Source: an optimization exercise on an open RTL-to-GDS flow (aim: small area and few clock cycles per item). Production flows keep margins and buffers that such runs may drop.
At most, simulation tests tie the RTL to the original design; equivalence was not proved.
Power and IR drop assume default switching activity. The flow treats the clock pin as an ideal source, which a real chip does not have.

==> flow/design.v <==
package accum_pkg;
  localparam int unsigned ACC_MAX_OUT_ROWS   = 128;
  localparam int unsigned ACC_MAX_OUT_COLS   = 128;
  localparam int unsigned ACC_SYS_ARR_COLS   = 16;
  localparam int unsigned ACC_DATA_WIDTH     = 32;
  localparam int unsigned ACC_NUM_SUBMATS_N  = ACC_MAX_OUT_COLS / ACC_SYS_ARR_COLS;
  localparam int unsigned ACC_NUM_ACCUM_ROWS = ACC_MAX_OUT_ROWS * ACC_NUM_SUBMATS_N;
  localparam int unsigned ACC_ADDR_WIDTH     = $clog2(ACC_NUM_ACCUM_ROWS);
  typedef enum logic [1:0] {IDLE, READ, FLUSH, DONE} drain_state_e;
  function automatic integer idx_w(input integer n);
    idx_w = (n > 1) ? $clog2(n) : 1;
  endfunction
  function automatic integer accum_addr(input integer blk, input integer row,
                                        input integer max_rows);
    accum_addr = blk * max_rows + row;
  endfunction
endpackage
module accum_drain_skid #(
  parameter int unsigned W = 8
) (
  input  logic         clk,
  input  logic         i_hold,
  input  logic [W-1:0] i_data,
  output logic [W-1:0] o_data
);
  logic [W-1:0] r_d;
  assign o_data = i_hold ? r_d : i_data;
  always_ff @(posedge clk) r_d <= o_data;
endmodule
module accum_table_drain
#(
  parameter int unsigned MAX_OUT_ROWS = accum_pkg::ACC_MAX_OUT_ROWS,
  parameter int unsigned MAX_OUT_COLS = accum_pkg::ACC_MAX_OUT_COLS,
  parameter int unsigned SYS_ARR_COLS = accum_pkg::ACC_SYS_ARR_COLS,
  parameter int unsigned DATA_WIDTH   = accum_pkg::ACC_DATA_WIDTH,
  localparam int unsigned NUM_SUBMATS_N  = MAX_OUT_COLS / SYS_ARR_COLS,
  localparam int unsigned NUM_ACCUM_ROWS = MAX_OUT_ROWS * NUM_SUBMATS_N,
  localparam int unsigned ADDR_WIDTH     = $clog2(NUM_ACCUM_ROWS),
  localparam int unsigned ROWS_W         = $clog2(MAX_OUT_ROWS) + 1,
  localparam int unsigned BLKS_W         = $clog2(NUM_SUBMATS_N) + 1,
  localparam int unsigned ROW_W          = accum_pkg::idx_w(MAX_OUT_ROWS),
  localparam int unsigned BLK_W          = accum_pkg::idx_w(NUM_SUBMATS_N),
  localparam int unsigned ROW_BITS       = DATA_WIDTH * SYS_ARR_COLS
) (
  input  logic                  clk,
  input  logic                  reset,
  input  logic                  start,
  input  logic [ROWS_W-1:0]     num_rows,
  input  logic [BLKS_W-1:0]     num_col_blks,
  output logic                  busy,
  output logic                  done,
  output logic                  rd_en,
  output logic [ADDR_WIDTH-1:0] rd_addr,
  input  logic [ROW_BITS-1:0]   rd_data,
  output logic                  out_valid,
  input  logic                  out_ready,
  output logic [ROW_BITS-1:0]   out_data,
  output logic [ROW_W-1:0]      out_row,
  output logic [BLK_W-1:0]      out_col_blk,
  output logic                  out_last
);
  logic              r_busy, r_done, r_hold;
  logic [ROW_W-1:0]  r_rows, r_row;
  logic [BLK_W-1:0]  r_blks, r_blk;
  logic [ROWS_W-1:0] w_rows_clamp;
  logic [BLKS_W-1:0] w_blks_clamp;
  logic              w_nonzero, w_row_end, w_last, w_pop;
  logic [ROW_W-1:0]  w_row_nx, w_row_inc;
  logic [BLK_W-1:0]  w_blk_nx, w_blk_inc;
  assign w_rows_clamp = (num_rows > ROWS_W'(MAX_OUT_ROWS)) ? ROWS_W'(MAX_OUT_ROWS) : num_rows;
  assign w_blks_clamp = (num_col_blks > BLKS_W'(NUM_SUBMATS_N)) ? BLKS_W'(NUM_SUBMATS_N) : num_col_blks;
  assign w_nonzero    = (w_rows_clamp != '0) && (w_blks_clamp != '0);
  assign w_row_inc = r_row + ROW_W'(1);
  assign w_blk_inc = r_blk + BLK_W'(1);
  assign w_row_end = (w_row_inc == r_rows);
  assign w_last    = w_row_end & (w_blk_inc == r_blks);
  assign w_pop     = r_busy & out_ready;
  always_comb begin
    w_row_nx = '0;
    w_blk_nx = '0;
    if (r_busy) begin
      if (w_row_end) begin
        w_blk_nx = w_blk_inc;
      end else begin
        w_row_nx = w_row_inc;
        w_blk_nx = r_blk;
      end
    end
  end
  assign rd_en   = reset & (r_busy ? (out_ready & ~w_last) : (start & w_nonzero));
  assign rd_addr = ADDR_WIDTH'(accum_pkg::accum_addr(32'(w_blk_nx), 32'(w_row_nx), MAX_OUT_ROWS));
  assign busy    = r_busy;
  assign done    = r_done;
  always_ff @(posedge clk) begin
    if (!r_busy || out_ready) begin
      r_row <= w_row_nx;
      r_blk <= w_blk_nx;
    end
    r_hold <= r_busy & ~out_ready;
    if (!r_busy) begin
      r_rows <= ROW_W'(w_rows_clamp);
      r_blks <= BLK_W'(w_blks_clamp);
    end
    if (!reset) begin
      r_busy <= 1'b0;
      r_done <= 1'b0;
    end else if (r_busy) begin
      if (out_ready & w_last) begin
        r_busy <= 1'b0;
        r_done <= 1'b1;
      end
    end else begin
      r_done <= start & ~w_nonzero;
      r_busy <= start & w_nonzero;
    end
  end
  accum_drain_skid #(.W(ROW_BITS)) u_hold (
    .clk    (clk),
    .i_hold (r_hold),
    .i_data (rd_data),
    .o_data (out_data)
  );
  assign out_valid   = r_busy;
  assign out_row     = r_row;
  assign out_col_blk = r_blk;
  assign out_last    = w_last;
endmodule
==> flow/config.mk <==
export PLATFORM = sky130hd
export DESIGN_NAME = accum_table_drain
export DESIGN_NICKNAME = accum_table_drain
export VERILOG_FILES = /design/flow/design.v
export SDC_FILE = /design/flow/constraint.sdc
export NUM_CORES = 4
export LEC_CHECK = 0
export CAP_MARGIN = 20
export CORE_AREA = 2 2 458 78
export DIE_AREA = 0 0 460 80
export SLEW_MARGIN = 20
==> flow/constraint.sdc <==
create_clock -name core_clock -period 5.0 [get_ports {clk}]
set_input_delay 1.0000 -clock core_clock [delete_from_list [all_inputs] [get_ports {clk}]]
set_output_delay 1.0000 -clock core_clock [all_outputs]
set_load 0.01 [all_outputs]
standard.sh (not shown) runs the stock make flow with config.mk's settings and CLKGATE_MAP_FILE= SYNTH_SCRIPT=/design/flow/synth_recipe.tcl, a recipe that flattens the netlist after the stock synthesis.
==> flow/flow/run.sh <==
#!/bin/bash
# The standard layout, with the smallest buffer on every input and output port and a
# clock tree of fewer, larger sink clusters without dummy loads.
set -euo pipefail
export BUFFER_PORTS_ARGS="-buffer_cell sky130_fd_sc_hd__buf_1"
export CTS_ARGS="-sink_clustering_enable -repair_clock_nets -dont_use_dummy_load -buf_list {sky130_fd_sc_hd__clkbuf_16} -sink_clustering_size 30 -sink_clustering_max_diameter 60"
bash standard.sh > standard_make.log 2>&1
Edit:
--- a/flow/design.v
+++ b/flow/design.v
@@ -59,48 +59,47 @@
   output logic [BLK_W-1:0]      out_col_blk,
   output logic                  out_last
 );
   logic              r_busy, r_done, r_hold;
-  logic [ROW_W-1:0]  r_rows, r_row;
-  logic [BLK_W-1:0]  r_blks, r_blk;
+  logic [ROW_W-1:0]  r_rows_m1, r_row;
+  logic [BLK_W-1:0]  r_blks_m1, r_blk;
   logic [ROWS_W-1:0] w_rows_clamp;
   logic [BLKS_W-1:0] w_blks_clamp;
   logic              w_nonzero, w_row_end, w_last, w_pop;
-  logic [ROW_W-1:0]  w_row_nx, w_row_inc;
-  logic [BLK_W-1:0]  w_blk_nx, w_blk_inc;
+  logic [ROW_W-1:0]  w_row_nx;
+  logic [BLK_W-1:0]  w_blk_nx;
   assign w_rows_clamp = (num_rows > ROWS_W'(MAX_OUT_ROWS)) ? ROWS_W'(MAX_OUT_ROWS) : num_rows;
   assign w_blks_clamp = (num_col_blks > BLKS_W'(NUM_SUBMATS_N)) ? BLKS_W'(NUM_SUBMATS_N) : num_col_blks;
   assign w_nonzero    = (w_rows_clamp != '0) && (w_blks_clamp != '0);
-  assign w_row_inc = r_row + ROW_W'(1);
-  assign w_blk_inc = r_blk + BLK_W'(1);
-  assign w_row_end = (w_row_inc == r_rows);
-  assign w_last    = w_row_end & (w_blk_inc == r_blks);
+  assign w_row_end = (r_row == r_rows_m1);
+  assign w_last    = w_row_end & (r_blk == r_blks_m1);
   assign w_pop     = r_busy & out_ready;
   always_comb begin
-    w_row_nx = '0;
-    w_blk_nx = '0;
-    if (r_busy) begin
+    w_row_nx = r_row;
+    w_blk_nx = r_blk;
+    if (!r_busy) begin
+      w_row_nx = '0;
+      w_blk_nx = '0;
+    end else if (out_ready) begin
       if (w_row_end) begin
-        w_blk_nx = w_blk_inc;
+        w_row_nx = '0;
+        w_blk_nx = r_blk + BLK_W'(1);
       end else begin
-        w_row_nx = w_row_inc;
-        w_blk_nx = r_blk;
+        w_row_nx = r_row + ROW_W'(1);
       end
     end
   end
   assign rd_en   = reset & (r_busy ? (out_ready & ~w_last) : (start & w_nonzero));
   assign rd_addr = ADDR_WIDTH'(accum_pkg::accum_addr(32'(w_blk_nx), 32'(w_row_nx), MAX_OUT_ROWS));
   assign busy    = r_busy;
   assign done    = r_done;
   always_ff @(posedge clk) begin
-    if (!r_busy || out_ready) begin
-      r_row <= w_row_nx;
-      r_blk <= w_blk_nx;
-    end
+    r_row  <= w_row_nx;
+    r_blk  <= w_blk_nx;
     r_hold <= r_busy & ~out_ready;
     if (!r_busy) begin
-      r_rows <= ROW_W'(w_rows_clamp);
-      r_blks <= BLK_W'(w_blks_clamp);
+      r_rows_m1 <= ROW_W'(w_rows_clamp - ROWS_W'(1));
+      r_blks_m1 <= BLK_W'(w_blks_clamp - BLKS_W'(1));
     end
     if (!reset) begin
       r_busy <= 1'b0;
       r_done <= 1'b0;
Effect:
- The changed run ran to the end with no violations
- cell count rises slightly
- total power goes down slightly
- core utilization stays flat
- via count fell slightly
- count of clock-buffer cells in the layout is unchanged
- synthesized cell count grows slightly
- wire length went down by a few percent
Testbench counts after the change, summed over its fixed seeds: cycles 87,815, beats 76,753.
The RTL of the first run of this note was laid out without a check of its function.


Another version of the RTL of accum_table_drain (not shown whole).
Size in the first run: ~1200 cells after synthesis, roughly 1100 I/O pins.
==> module accum_table_drain, before the edit <==
module accum_table_drain
#(
  parameter int unsigned MAX_OUT_ROWS = accum_pkg::ACC_MAX_OUT_ROWS,
  parameter int unsigned MAX_OUT_COLS = accum_pkg::ACC_MAX_OUT_COLS,
  parameter int unsigned SYS_ARR_COLS = accum_pkg::ACC_SYS_ARR_COLS,
  parameter int unsigned DATA_WIDTH   = accum_pkg::ACC_DATA_WIDTH,
  localparam int unsigned NUM_SUBMATS_N  = MAX_OUT_COLS / SYS_ARR_COLS,
  localparam int unsigned NUM_ACCUM_ROWS = MAX_OUT_ROWS * NUM_SUBMATS_N,
  localparam int unsigned ADDR_WIDTH     = $clog2(NUM_ACCUM_ROWS),
  localparam int unsigned ROWS_W         = $clog2(MAX_OUT_ROWS) + 1,
  localparam int unsigned BLKS_W         = $clog2(NUM_SUBMATS_N) + 1,
  localparam int unsigned ROW_W          = accum_pkg::idx_w(MAX_OUT_ROWS),
  localparam int unsigned BLK_W          = accum_pkg::idx_w(NUM_SUBMATS_N),
  localparam int unsigned ROW_BITS       = DATA_WIDTH * SYS_ARR_COLS
) (
  input  logic                  clk,
  input  logic                  reset,
  input  logic                  start,
  input  logic [ROWS_W-1:0]     num_rows,
  input  logic [BLKS_W-1:0]     num_col_blks,
  output logic                  busy,
  output logic                  done,
  output logic                  rd_en,
  output logic [ADDR_WIDTH-1:0] rd_addr,
  input  logic [ROW_BITS-1:0]   rd_data,
  output logic                  out_valid,
  input  logic                  out_ready,
  output logic [ROW_BITS-1:0]   out_data,
  output logic [ROW_W-1:0]      out_row,
  output logic [BLK_W-1:0]      out_col_blk,
  output logic                  out_last
);
  logic              r_busy, r_done, r_hold;
  logic [ROW_W-1:0]  r_rows, r_row;
  logic [BLK_W-1:0]  r_blks, r_blk;
  logic [ROWS_W-1:0] w_rows_clamp;
  logic [BLKS_W-1:0] w_blks_clamp;
  logic              w_nonzero, w_row_end, w_last, w_pop;
  logic [ROW_W-1:0]  w_row_nx, w_row_inc;
  logic [BLK_W-1:0]  w_blk_nx, w_blk_inc;
  assign w_rows_clamp = (num_rows > ROWS_W'(MAX_OUT_ROWS)) ? ROWS_W'(MAX_OUT_ROWS) : num_rows;
  assign w_blks_clamp = (num_col_blks > BLKS_W'(NUM_SUBMATS_N)) ? BLKS_W'(NUM_SUBMATS_N) : num_col_blks;
  assign w_nonzero    = (w_rows_clamp != '0) && (w_blks_clamp != '0);
  assign w_row_inc = r_row + ROW_W'(1);
  assign w_blk_inc = r_blk + BLK_W'(1);
  assign w_row_end = (w_row_inc == r_rows);
  assign w_last    = w_row_end & (w_blk_inc == r_blks);
  assign w_pop     = r_busy & out_ready;
  always_comb begin
    w_row_nx = r_row;
    w_blk_nx = r_blk;
    if (!r_busy) begin
      w_row_nx = '0;
      w_blk_nx = '0;
    end else if (out_ready) begin
      if (w_row_end) begin
        w_row_nx = '0;
        w_blk_nx = w_blk_inc;
      end else begin
        w_row_nx = w_row_inc;
      end
    end
  end
  assign rd_en   = reset & (r_busy ? (out_ready & ~w_last) : (start & w_nonzero));
  assign rd_addr = ADDR_WIDTH'(accum_pkg::accum_addr(32'(w_blk_nx), 32'(w_row_nx), MAX_OUT_ROWS));
  assign busy    = r_busy;
  assign done    = r_done;
  always_ff @(posedge clk) begin
    r_row  <= w_row_nx;
    r_blk  <= w_blk_nx;
    r_hold <= r_busy & ~out_ready;
    if (!r_busy) begin
      r_rows <= ROW_W'(w_rows_clamp);
      r_blks <= BLK_W'(w_blks_clamp);
    end
    if (!reset) begin
      r_busy <= 1'b0;
      r_done <= 1'b0;
    end else if (r_busy) begin
      if (out_ready & w_last) begin
        r_busy <= 1'b0;
        r_done <= 1'b1;
      end
    end else begin
      r_done <= start & ~w_nonzero;
      r_busy <= start & w_nonzero;
    end
  end
  accum_drain_skid #(.W(ROW_BITS)) u_hold (
    .clk    (clk),
    .i_hold (r_hold),
    .i_data (rd_data),
    .o_data (out_data)
  );
  assign out_valid   = r_busy;
  assign out_row     = r_row;
  assign out_col_blk = r_blk;
  assign out_last    = w_last;
endmodule
export LEC_CHECK = 0
export CAP_MARGIN = 20
export CORE_AREA = 2 2 458 78
export DIE_AREA = 0 0 460 80
export SLEW_MARGIN = 20
create_clock -name core_clock -period 5.0 [get_ports {clk}]
==> flow/flow/run.sh <==
#!/bin/bash
# The standard layout, with the smallest buffer on every input and output port and a
# clock tree of fewer, larger sink clusters without dummy loads.
set -euo pipefail
export BUFFER_PORTS_ARGS="-buffer_cell sky130_fd_sc_hd__buf_1"
export CTS_ARGS="-sink_clustering_enable -repair_clock_nets -dont_use_dummy_load -buf_list {sky130_fd_sc_hd__clkbuf_8} -sink_clustering_size 16 -sink_clustering_max_diameter 50"
bash standard.sh > standard_make.log 2>&1
The first run completed with no timing, DRC or antenna violations.
Testbench counts at the start, summed over its fixed seeds: cycles 87,815, beats 76,753.
Next try:
--- a/flow/design.v
+++ b/flow/design.v
@@ -57,53 +57,51 @@
   output logic [ROW_BITS-1:0]   out_data,
   output logic [ROW_W-1:0]      out_row,
   output logic [BLK_W-1:0]      out_col_blk,
   output logic                  out_last
 );
   logic              r_busy, r_done, r_hold;
-  logic [ROW_W-1:0]  r_rows, r_row;
-  logic [BLK_W-1:0]  r_blks, r_blk;
+  logic [ROW_W-1:0]  r_rows_m1, r_row;
+  logic [BLK_W-1:0]  r_blks_m1, r_blk;
   logic [ROWS_W-1:0] w_rows_clamp;
   logic [BLKS_W-1:0] w_blks_clamp;
   logic              w_nonzero, w_row_end, w_last, w_pop;
-  logic [ROW_W-1:0]  w_row_nx, w_row_inc;
-  logic [BLK_W-1:0]  w_blk_nx, w_blk_inc;
+  logic [ROW_W-1:0]  w_row_nx;
+  logic [BLK_W-1:0]  w_blk_nx;
   assign w_rows_clamp = (num_rows > ROWS_W'(MAX_OUT_ROWS)) ? ROWS_W'(MAX_OUT_ROWS) : num_rows;
   assign w_blks_clamp = (num_col_blks > BLKS_W'(NUM_SUBMATS_N)) ? BLKS_W'(NUM_SUBMATS_N) : num_col_blks;
   assign w_nonzero    = (w_rows_clamp != '0) && (w_blks_clamp != '0);
-  assign w_row_inc = r_row + ROW_W'(1);
-  assign w_blk_inc = r_blk + BLK_W'(1);
-  assign w_row_end = (w_row_inc == r_rows);
-  assign w_last    = w_row_end & (w_blk_inc == r_blks);
+  assign w_row_end = (r_row == r_rows_m1);
+  assign w_last    = w_row_end & (r_blk == r_blks_m1);
   assign w_pop     = r_busy & out_ready;
   always_comb begin
     w_row_nx = r_row;
     w_blk_nx = r_blk;
     if (!r_busy) begin
       w_row_nx = '0;
       w_blk_nx = '0;
     end else if (out_ready) begin
       if (w_row_end) begin
         w_row_nx = '0;
-        w_blk_nx = w_blk_inc;
+        w_blk_nx = r_blk + BLK_W'(1);
       end else begin
-        w_row_nx = w_row_inc;
+        w_row_nx = r_row + ROW_W'(1);
       end
     end
   end
   assign rd_en   = reset & (r_busy ? (out_ready & ~w_last) : (start & w_nonzero));
   assign rd_addr = ADDR_WIDTH'(accum_pkg::accum_addr(32'(w_blk_nx), 32'(w_row_nx), MAX_OUT_ROWS));
   assign busy    = r_busy;
   assign done    = r_done;
   always_ff @(posedge clk) begin
     r_row  <= w_row_nx;
     r_blk  <= w_blk_nx;
     r_hold <= r_busy & ~out_ready;
     if (!r_busy) begin
-      r_rows <= ROW_W'(w_rows_clamp);
-      r_blks <= BLK_W'(w_blks_clamp);
+      r_rows_m1 <= ROW_W'(w_rows_clamp - ROWS_W'(1));
+      r_blks_m1 <= BLK_W'(w_blks_clamp - BLKS_W'(1));
     end
     if (!reset) begin
       r_busy <= 1'b0;
       r_done <= 1'b0;
     end else if (r_busy) begin
       if (out_ready & w_last) begin
After rerunning: The changed run finished clean; sequential share of layout area barely changes; worst setup slack improved by 0.28 ns; synthesized area came out higher by 0.33%; register-to-register slack improved by 0.22 ns; synthesized cell count stays the same; design area hardly moves; wire length came out lower by 3.2%; clock power is about the same; final cell count is about the same; global-route usage came out lower by 1.2 points; utilization barely changes; clock skew came out lower by 0.022 ns; die area stays the same.
Testbench counts after the change, summed over its fixed seeds: cycles 87,815, beats 76,753.

## static timing again, ports no longer ideal
Ports are ideal in the flow. The routed layouts listed here were re-timed in OpenROAD.
Step 1 assumes that a clkbuf_16 drives the clock port and a buf_2 every other input.
Step 2, shift: input delay + t, output delay - t, t = (earliest + latest rising clock arrival at the registers) / 2. This alone moves slack from input paths to output paths.
Slacks: ideal ports / drivers / drivers and shift; pairs: ideal ports / drivers.
run	t, ns	slack for setup (ns)	worst setup path after step 2	worst data-port slew with drivers (ns)	pins driven straight from the clock port
the first run of note 1	0.620	1.102 / 1.040 / 1.660	register to output	0.27	1
the second run of note 1	0.616	1.393 / 1.333 / 1.467	input to output	0.11	1
the first run of note 2	0.670	1.059 / 0.995 / 1.373	input to output	0.17	1
the second run of note 2	0.644	1.334 / 1.277 / 1.468	input to output	0.09	1
After both steps every run listed still meets setup and hold.
